From an optimization exercise on the open Yosys and OpenROAD flow, aimed at small area; shortcuts taken in it are not production practice. Only simulation tests tie the RTL to the original design; equivalence was not proved. Power and IR drop assume default switching activity.

job 2135:
Design weight_stream_mem, start of the top module:
module weight_stream_mem #(
    parameter int    DATA_WIDTH = 8,
    parameter int    ADDR_WIDTH = 18,
    parameter int    NUM_LAYERS = 64,
    parameter int    FIFO_DEPTH = 4,
    localparam int   LAYER_W    = $clog2(NUM_LAYERS)
) (
    input  logic                  clk,
    input  logic                  rst_n,
    input  logic                  cfg_we,
    input  logic [LAYER_W-1:0]    cfg_layer,
    input  logic [ADDR_WIDTH-1:0] cfg_base,
    input  logic [ADDR_WIDTH:0]   cfg_len,
    output logic                  cfg_err,
    input  logic                  start,
    input  logic [LAYER_W-1:0]    layer_select,
    input  logic [ADDR_WIDTH-1:0] offset,
    input  logic [ADDR_WIDTH:0]   count,
    input  logic                  abort,
    output logic                  busy,
    output logic                  done,
    output logic                  err,
    output logic                  m_valid,
    input  logic                  m_ready,
    output logic [DATA_WIDTH-1:0] m_data,
    output logic                  m_last
);
Size: roughly 8300 cells after synthesis, roughly 2500 flip-flops, roughly 0.086 sq mm of cells after synthesis.
clock: 10.0 ns
lec_check: 0
cap_margin: 30
core_margin: 2
core_utilization: 40
slew_margin: 30
standard.sh (not shown) runs the stock make flow with config.mk's settings and CLKGATE_MAP_FILE= SYNTH_SCRIPT=/design/flow/synth_recipe.tcl, a recipe that flattens the netlist after the stock synthesis.
==> flow/flow/run.sh <==
#!/bin/bash
# Standard layout (the standard.sh: standard synthesis, floorplan, place,
# CTS, route, finish) with two changes passed to the ORFS scripts through
# their own variables:
#  - port buffers use buf_2 instead of the default pick (a delay cell);
#  - clock tree synthesis without dummy loads, from clkbuf_16 buffers with
#    clusters of at most 26 sinks within 60 um.
set -euo pipefail
export BUFFER_PORTS_ARGS="-buffer_cell sky130_fd_sc_hd__buf_2"
export CTS_ARGS="-sink_clustering_enable -repair_clock_nets -dont_use_dummy_load -buf_list {sky130_fd_sc_hd__clkbuf_16} -sink_clustering_size 26 -sink_clustering_max_diameter 60"
bash standard.sh > standard_flow.log 2>&1
Job 2135 | status: complete | timing, DRC, antenna: pass
Relative to job 2135, the following input files were edited for job 6550:
Settings: SLEW_MARGIN: 30 -> 50.
==> flow/run.sh (new file) <==
#!/bin/bash
# synth_recipe.tcl (not shown) runs the flow's synth.tcl, then flattens the netlist and writes it again
# the make line also repeats each setting of config.mk as NAME=value (left out here)
make -C /OpenROAD-flow-scripts/flow DESIGN_CONFIG=/design/flow/config.mk WORK_HOME=/design/flow/orfs CLKGATE_MAP_FILE= SYNTH_SCRIPT=/design/flow/synth_recipe.tcl finish
removed: flow/flow/run.sh
removed: flow/standard.sh
==> results.txt <==
- Job 6550 has clock power share above what job 2135 had.
- [compare] base=job 2135 new=job 6550: total net switching power rose by 12%, critical path depth up 3, core utilization of the finished layout rose by 4.0 points.
- Number of global-route vias before repair: job 6550 higher than job 2135
Edits applied to the flow inputs when going from job 6550 to job 7019:
Settings: SLEW_MARGIN changed from 50 to 40.
==> flow/flow/run.sh (new file) <==
#!/bin/bash
# Standard layout (the standard.sh: standard synthesis, floorplan, place,
# CTS, route, finish) with two changes passed to the ORFS scripts through
# their own variables:
#  - port buffers use buf_2 instead of the default pick (a delay cell);
#  - clock tree synthesis without dummy loads, from clkbuf_8 buffers with
#    clusters of at most 20 sinks within 40 um.
set -euo pipefail
export BUFFER_PORTS_ARGS="-buffer_cell sky130_fd_sc_hd__buf_2"
export CTS_ARGS="-sink_clustering_enable -repair_clock_nets -dont_use_dummy_load -buf_list {sky130_fd_sc_hd__clkbuf_8} -sink_clustering_size 20 -sink_clustering_max_diameter 40"
bash standard.sh > standard_flow.log 2>&1
==> flow/standard.sh (new file) <==
#!/bin/bash
# synth_recipe.tcl (not shown) runs the flow's synth.tcl, then flattens the netlist and writes it again
# the make line also repeats each setting of config.mk as NAME=value (left out here)
make -C /OpenROAD-flow-scripts/flow DESIGN_CONFIG=/design/flow/config.mk WORK_HOME=/design/flow/orfs CLKGATE_MAP_FILE= SYNTH_SCRIPT=/design/flow/synth_recipe.tcl "${@:-finish}"
removed: flow/run.sh
### Flow results
- Relative to job 6550, the number of cells on the worst reg-to-reg path of job 7019 is lower by 5.
- Compared to job 6550, job 7019 has design area 6.1% lower.
- Fraction of standard cell area that is sequential, job 7019 and job 6550, higher one = job 7019.
Changes in job 4248 relative to job 7019:
==> flow/flow/run.sh <==
#!/bin/bash
# Standard layout (the standard.sh: standard synthesis, floorplan, place,
# CTS, route, finish) with two changes passed to the ORFS scripts through
# their own variables:
#  - port buffers use buf_2 instead of the default pick (a delay cell);
#  - clock tree synthesis without dummy loads, from clkbuf_16 buffers with
#    clusters of at most 26 sinks within 60 um.
set -euo pipefail
export BUFFER_PORTS_ARGS="-buffer_cell sky130_fd_sc_hd__buf_2"
export CTS_ARGS="-sink_clustering_enable -repair_clock_nets -dont_use_dummy_load -buf_list {sky130_fd_sc_hd__clkbuf_16} -sink_clustering_size 26 -sink_clustering_max_diameter 60"
bash standard.sh > standard_flow.log 2>&1
Results
Job 4248 ends up with a clock period minus worst slack that is 0.17 ns higher than in job 7019. Job 4248 vs. job 7019: data arrival time of the worst path shows a reduction of 0.02 ns, wire length of the first global-routing pass shows a reduction of 4.7 mm. Between job 7019 and job 4248, layout-stage area growth over the synthesis result decreased. Higher met3 wire length goes to job 7019 over job 4248. ~same number of cell rows in job 7019 and job 4248. In the tables for job 7019 and job 4248, fraction of layout instances using a drive strength above 1 reads higher with job 7019. In job 4248 the proportion of cell area occupied by multi-input gates turned out 0.26 points higher than in job 7019. For global-route met3 utilization, job 7019 and job 4248 come out practically identical.

## separate check: timing with driven ports
In the flow no input, the clock included, has a driving cell. The finished layouts below were timed again as built, in two steps. Step 1: set_driving_cell puts a clkbuf_16 on clk and a buf_2 on each other input, an assumption about the parent block. Step 2 also shifts input and output timing later by t, the mid clock arrival at the registers, as if the neighbouring blocks saw the same clock. a / b / c = no drivers / after step 1 / after step 2; a / b = the first two.
| run | shift t [ns] | setup WS [ns] | worst setup path after step 2 |
|---|---|---|---|
| job 2135 | 0.944 | 1.246 / 1.267 / 0.324 | input to register |
| job 6550 | 1.003 | 0.962 / 1.010 / 0.007 | input to register |
| job 7019 | 1.203 | 1.747 / 1.776 / 0.573 | input to register |
| job 4248 | 0.962 | 1.574 / 1.603 / 0.642 | input to register |
After both steps setup and hold are still met in every run listed. The setup slack of job 7019, which loses most, moves by +0.029 ns with the drivers and by -1.174 ns with both steps.
